What follows belongs to an exercise in optimizing a design on an open flow for small area, a short achievable clock period and few clock cycles; a production flow would make more cautious choices.
At most, simulation tests tie the RTL to the original design; equivalence was not proved.
Power and IR drop assume default switching activity.

==> flow/design.v <==
module lgappg_sched #(
   parameter int W_WORDS = 8,
   parameter int H_ROWS  = 8
) (
   input  logic         clk,
   input  logic         rst,
   input  logic         start,
   output logic         busy,
   output logic         done,
   input  logic         in_valid,
   output logic         in_ready,
   input  logic [63:0]  in_data,
   output logic         win_valid,
   input  logic         win_ready,
   output logic [575:0] win_data,
   output logic         win_odd
);
   localparam int NW = W_WORDS * H_ROWS;
   localparam int S  = 2 * W_WORDS + 3;
   localparam int XW = $clog2(W_WORDS);
   localparam int YW = $clog2(H_ROWS);
   localparam int PW = XW + YW;
   localparam logic [PW-1:0] LAST_IDX = PW'(NW - 1);
   localparam logic [PW-1:0] PRE_LOAD = PW'(W_WORDS);
   localparam logic [XW-1:0] X_LAST   = XW'(W_WORDS - 1);
   localparam logic [YW-1:0] Y_LAST   = YW'(H_ROWS - 1);
   logic            run_q, flush_q, done_q, wv_q, odd_q;
   logic            prime_q;     
   logic            last_q;      
   logic [PW-1:0]   in_cnt_q;    
   logic [YW-1:0]   row_q;       
   logic [XW-1:0]   col_q;
   logic [8:0]      kill_q;      
   logic [S-1:0][63:0] store_q;  
   logic slot_free, acc, shift, load, hs, last_hs, wrap;
   logic n_up, n_dn, n_lf, n_rt;
   assign slot_free = !wv_q || win_ready;
   assign acc       = run_q && in_valid && slot_free;
   assign shift     = acc || (flush_q && slot_free && !last_q);
   assign load      = shift && (flush_q || prime_q);
   assign hs        = wv_q && win_ready;
   assign last_hs   = hs && last_q;
   assign wrap = (col_q == X_LAST);
   assign n_lf = wrap;
   assign n_rt = (col_q == X_LAST - XW'(1));
   assign n_up = wrap ? (row_q == Y_LAST) : (row_q == '0);
   assign n_dn = wrap ? (row_q == Y_LAST - YW'(1)) : (row_q == Y_LAST);
   always_ff @(posedge clk) begin
      if (shift) begin
         store_q[0] <= ~in_data;
         for (int j = 1; j < S; j++) store_q[j] <= store_q[j-1];
      end
   end
   always_ff @(posedge clk) begin
      if (load) begin
         odd_q  <= row_q[0] ^ wrap;
         last_q <= (row_q == Y_LAST) && n_rt;
         col_q  <= col_q + XW'(1);
         if (wrap) row_q <= row_q + YW'(1);
         for (int k = 0; k < 9; k++) begin
            kill_q[k] <= ((k / 3 == 0) && n_up) || ((k / 3 == 2) && n_dn) ||
                         ((k % 3 == 0) && n_lf) || ((k % 3 == 2) && n_rt);
         end
      end
      if (!run_q && !flush_q && !done_q && start) begin
         row_q  <= Y_LAST;
         col_q  <= X_LAST;
         last_q <= 1'b0;
      end
   end
   always_ff @(posedge clk) begin
      if (rst) begin
         run_q    <= 1'b0;
         flush_q  <= 1'b0;
         done_q   <= 1'b0;
         wv_q     <= 1'b0;
         prime_q  <= 1'b0;
         in_cnt_q <= '0;
      end else begin
         done_q <= last_hs;
         if (!run_q && !flush_q && !done_q && start) begin
            run_q    <= 1'b1;
            prime_q  <= 1'b0;
            in_cnt_q <= '0;
         end
         if (acc) begin
            in_cnt_q <= in_cnt_q + PW'(1);
            if (in_cnt_q == PRE_LOAD) prime_q <= 1'b1;
            if (in_cnt_q == LAST_IDX) begin
               run_q   <= 1'b0;
               flush_q <= 1'b1;
            end
         end
         if (last_hs) flush_q <= 1'b0;
         if (load)    wv_q <= 1'b1;
         else if (hs) wv_q <= 1'b0;
      end
   end
   for (genvar k = 0; k < 9; k++) begin : g_win
      localparam int J = W_WORDS + 1 - ((k / 3 - 1) * W_WORDS + (k % 3 - 1));
      assign win_data[64*k +: 64] = ~(store_q[J] | {64{kill_q[k]}});
   end
   assign in_ready  = run_q && slot_free;
   assign busy      = run_q || flush_q;
   assign done      = done_q;
   assign win_valid = wv_q;
   assign win_odd   = odd_q;
endmodule
export LEC_CHECK = 0
export CAP_MARGIN = 20
export CORE_MARGIN = 2
export CORE_UTILIZATION = 40
export SETUP_SLACK_MARGIN = 1.6
export SLEW_MARGIN = 20
create_clock -name core_clock -period 4.0 [get_ports {clk}]
standard.sh (not shown) runs the stock make flow with config.mk's settings and CLKGATE_MAP_FILE= SYNTH_SCRIPT=/design/flow/synth_recipe.tcl, a recipe that flattens the netlist after the stock synthesis.
==> flow/flow/run.sh <==
#!/bin/bash
# Standard layout, but ports buffered with plain buffers and the resizer free to swap footprints.
set -euo pipefail
bash standard.sh MATCH_CELL_FOOTPRINT=0 'BUFFER_PORTS_ARGS=-buffer_cell sky130_fd_sc_hd__buf_1' finish > standard_flow.log 2>&1
Change:
Settings changed: CORE_UTILIZATION 40 to 60.
Effect:
- The new run ran to the end with no violations
- sequential cell count is unchanged
- first-iteration DRC count decreases by 1.7%
- worst hold slack gets better by 0.037 ns
- sequential power barely changes
- area after synthesis is unchanged
- design area decreases by 4.0%
- via count decreases by 3.4%
- sequential share of layout area increases by 2.8 points
- setup slack gets better by 0.075 ns
- power decreases by 2.4%
- synthesized cell count is unchanged
No functional check of the RTL was part of any run of this note.

* * *

lgappg_sched, a different RTL version from the one above (not shown whole).
Size: roughly 2200 cells after synthesis, roughly 1300 flip-flops, roughly 650 I/O pins, roughly 41000 µm² of cells after synthesis.
==> flow/config.mk <==
export PLATFORM = sky130hd
export DESIGN_NAME = lgappg_sched
export DESIGN_NICKNAME = lgappg_sched
export VERILOG_FILES = /design/flow/design.v
export SDC_FILE = /design/flow/constraint.sdc
export NUM_CORES = 4
export LEC_CHECK = 0
export CAP_MARGIN = 20
export CORE_MARGIN = 2
export CORE_UTILIZATION = 70
export CTS_BUF_LIST = sky130_fd_sc_hd__clkbuf_16
export CTS_CLUSTER_DIAMETER = 60
export CTS_CLUSTER_SIZE = 30
export SETUP_SLACK_MARGIN = 1.9
export SLEW_MARGIN = 20
==> flow/constraint.sdc <==
create_clock -name core_clock -period 4.0 [get_ports {clk}]
set_input_delay 0.8000 -clock core_clock [delete_from_list [all_inputs] [get_ports {clk}]]
set_output_delay 0.8000 -clock core_clock [all_outputs]
set_load 0.01 [all_outputs]
Scripts as last shown in full above: flow/flow/run.sh
The baseline produced a clean layout.
Testbench counts at the start, summed over its fixed seeds: cycles 9,728.
==> next run, changes <==
- SETUP_SLACK_MARGIN: 1.9 -> 2.1
After rerunning: With this change the flow did not get past global routing on DPL-0033. Synthesized cell count stays the same. Synthesized area stays the same.
==> next run, changes <==
- CORE_UTILIZATION: 70 -> 75
- SETUP_SLACK_MARGIN: 2.1 -> 1.7
After rerunning: This time the run finished with timing, DRC and antenna clean; area after synthesis is unchanged; synthesized cell count is unchanged.
==> next run, changes <==
- CORE_UTILIZATION: 75 -> 70
- PLACE_DENSITY: unset -> 0.9
Register-to-register slack is worse by 0.09 ns; via count increases by 3.5%; setup slack is worse by 0.019 ns; global-route usage increases by 0.16 points; worst hold slack is about the same; final cell count increases by about 1.6%; die area increases by 7.0%.

* * *

lgappg_sched, a different RTL version from the one above (not shown whole).
For scale: ~2100 cells after synthesis, roughly 1300 flip-flops.
export LEC_CHECK = 0
export CAP_MARGIN = 20
export CORE_MARGIN = 2
export CORE_UTILIZATION = 60
export CTS_CLUSTER_DIAMETER = 70
export CTS_CLUSTER_SIZE = 25
export SETUP_SLACK_MARGIN = 2.0
export SLEW_MARGIN = 20
create_clock -name core_clock -period 4.0 [get_ports {clk}]
Scripts as last shown in full above: flow/flow/run.sh
The baseline ran to the end with no violations.
Rerun with:
Settings changed: CTS_CLUSTER_DIAMETER 70 to not set, CTS_CLUSTER_SIZE 25 to not set, SETUP_SLACK_MARGIN 2.0 to 1.8.
The new run completed without violations.
Sequential share of layout area drops by 1.6 points.
Hold slack is about the same.
Sequential power hardly moves.
Non-clock buffer count drops by 59.
Setup slack gains 0.0090 ns.
Final area climbs by 2.4%.
Final cell count climbs by 1.3%.
Combinational power drops by 8.4%.
No run of this note included a check of the RTL's function; only the layout flow was run.

* * *

Another version of the RTL of lgappg_sched (not shown whole).
Size: roughly 2200 cells after synthesis, about 1300 flip-flops, roughly 650 I/O pins.
export LEC_CHECK = 0
export CAP_MARGIN = 20
export CORE_MARGIN = 2
export CORE_UTILIZATION = 75
export SETUP_SLACK_MARGIN = 1.5
export SLEW_MARGIN = 20
create_clock -name core_clock -period 4.0 [get_ports {clk}]
Scripts as last shown in full above: flow/flow/run.sh
Change:
--- a/flow/config.mk
+++ b/flow/config.mk
@@ -8,5 +8,6 @@
 export CAP_MARGIN = 20
 export CORE_MARGIN = 2
-export CORE_UTILIZATION = 75
+export CORE_UTILIZATION = 70
+export CTS_BUF_LIST = sky130_fd_sc_hd__clkbuf_8
 export SETUP_SLACK_MARGIN = 1.5
 export SLEW_MARGIN = 20
What happened: Cell area stays flat. Worst hold slack gets worse by 0.15 ns. Setup slack gets better by 0.014 ns. Synthesized area is unchanged. Via count went down by about 3.7%. Power went down by 4.8%. Utilization went down by 5.8 points. Global-route usage went down by 5.6 points.
No run of this note included a check of the RTL's function; only the layout flow was run.

* * *

lgappg_sched again, from the RTL that the note above started with.
Settings: LEC_CHECK=0, CAP_MARGIN=20, CORE_MARGIN=2, CORE_UTILIZATION=70, SETUP_SLACK_MARGIN=1.5, SLEW_MARGIN=20; clock period 4.0 ns.
Scripts as last shown in full above: flow/flow/run.sh
Change:
Settings changed: CORE_UTILIZATION 70 to 75, CTS_BUF_LIST from default to sky130_fd_sc_hd__clkbuf_8, SETUP_SLACK_MARGIN 1.5 to 1.7.
Result: The new run went through all stages and came out clean; wire length increases by about 30%; final area climbs by about 5.4%; non-clock buffer count rises by 59; count of clock-buffer cells in the layout increases by 47; sequential share of layout area decreases by 3.8 points; cell count climbs by about 2.8%; power came out lower by 4.0%.
Change:
Settings changed: CORE_UTILIZATION 75 to 80, CTS_BUF_LIST sky130_fd_sc_hd__clkbuf_8 to default, SETUP_SLACK_MARGIN 1.7 to 1.5.
=> Now the flow never finished: it broke off in detailed placement (3_5_place_dp), error DPL-0033; area after synthesis is unchanged; synthesized cell count does not change.
Change:
Settings changed: CORE_UTILIZATION 80 to 70, CTS_BUF_LIST from default to sky130_fd_sc_hd__clkbuf_8, SETUP_SLACK_MARGIN 1.5 to 1.6.
The changed run passed the timing, DRC and antenna checks.
Synthesized cell count does not change.
Synthesized area does not change.
Change:
Settings changed: CORE_UTILIZATION 70 to 75, SETUP_SLACK_MARGIN 1.6 to 1.9.
Sequential share of layout area goes down by 2.9 points.
Non-clock buffer count climbs by 72.
Worst hold slack gets worse by 33 ps.
Count of clock-buffer cells in the layout goes down by 4.
Setup slack is worse by 180 ps.
First-iteration DRC count is higher by well over a third.
Routed wire length went up by well over a third.
Sequential power barely changes.
Synthesized area is unchanged.
Change:
Settings changed: CORE_UTILIZATION 75 to 70, SETUP_SLACK_MARGIN 1.9 to 1.0.
What happened:
- synthesized area does not change
- power shrinks by a few percent
- worst hold slack improves by 31 ps
- clock skew shrinks by 18 ps
- clock-buffer cell count rises by 4
- combinational power drops by a quarter to a third
- core utilization fell by 13 points
- setup slack degrades by 180 ps
No run of this note included a check of the RTL's function; only the layout flow was run.

-- port drivers added, routing unchanged --
The flow's constraints put no driver on any port. The routed layouts listed below were extracted and timed again, unchanged, in two steps.
Step 1 sets driving cells, clkbuf_16 on the clock port and buf_2 on the other inputs (assumed; they add their load-dependent delay and slew).
Step 2 times the ports against the registers' clock, not the clock port: input delays grow and output delays shrink by t, the midpoint of the rising clock arrivals with the driver on.
Three values: ideal ports, drivers, drivers and shift; two values: the first two.
run	t, ns	setup slack, ns	hold slack, ns	worst setup path after step 2	clock arrival spread, ns
the first run of note 1	0.728	1.396 / 1.343 / 1.409	0.317 / 0.285 / 0.410	input to register	0.029 / 0.029
the second run of note 1	0.708	1.471 / 1.406 / 1.268	0.354 / 0.308 / 0.405	input to register	0.022 / 0.023
the first run of note 2	0.675	1.734 / 1.677 / 1.268	0.367 / 0.328 / 0.415	input to register	0.029 / 0.029
the third run of note 2	0.687	1.723 / 1.663 / 1.130	0.358 / 0.318 / 0.411	input to register	0.036 / 0.036
the fourth run of note 2	0.673	1.704 / 1.654 / 1.158	0.357 / 0.330 / 0.403	input to register	0.054 / 0.054
the first run of note 3	0.702	1.687 / 1.617 / 1.487	0.343 / 0.305 / 0.408	input to register	0.040 / 0.040
the second run of note 3	0.716	1.696 / 1.633 / 1.210	0.343 / 0.302 / 0.405	input to register	0.027 / 0.027
the first run of note 4	0.708	1.558 / 1.494 / 1.065	0.359 / 0.317 / 0.410	input to register	0.028 / 0.027
the second run of note 4	0.836	1.572 / 1.517 / 1.134	0.213 / 0.176 / 0.408	input to register	0.047 / 0.047
the first run of note 5	0.702	1.546 / 1.464 / 1.138	0.357 / 0.321 / 0.406	input to register	0.026 / 0.026
the second run of note 5	0.859	1.523 / 1.460 / 1.094	0.191 / 0.150 / 0.396	input to register	0.045 / 0.045
the fourth run of note 5	0.841	1.595 / 1.541 / 1.119	0.213 / 0.178 / 0.409	input to register	0.050 / 0.049
the fifth run of note 5	0.881	1.418 / 1.353 / 1.193	0.180 / 0.137 / 0.398	input to register	0.058 / 0.058
the sixth run of note 5	0.838	1.238 / 1.183 / 1.103	0.211 / 0.175 / 0.407	input to register	0.050 / 0.050
After both steps every run listed still meets setup and hold. For the third run of note 2, which loses most, drivers alone change the setup slack by -0.060 ns; drivers and shift together by -0.593 ns.
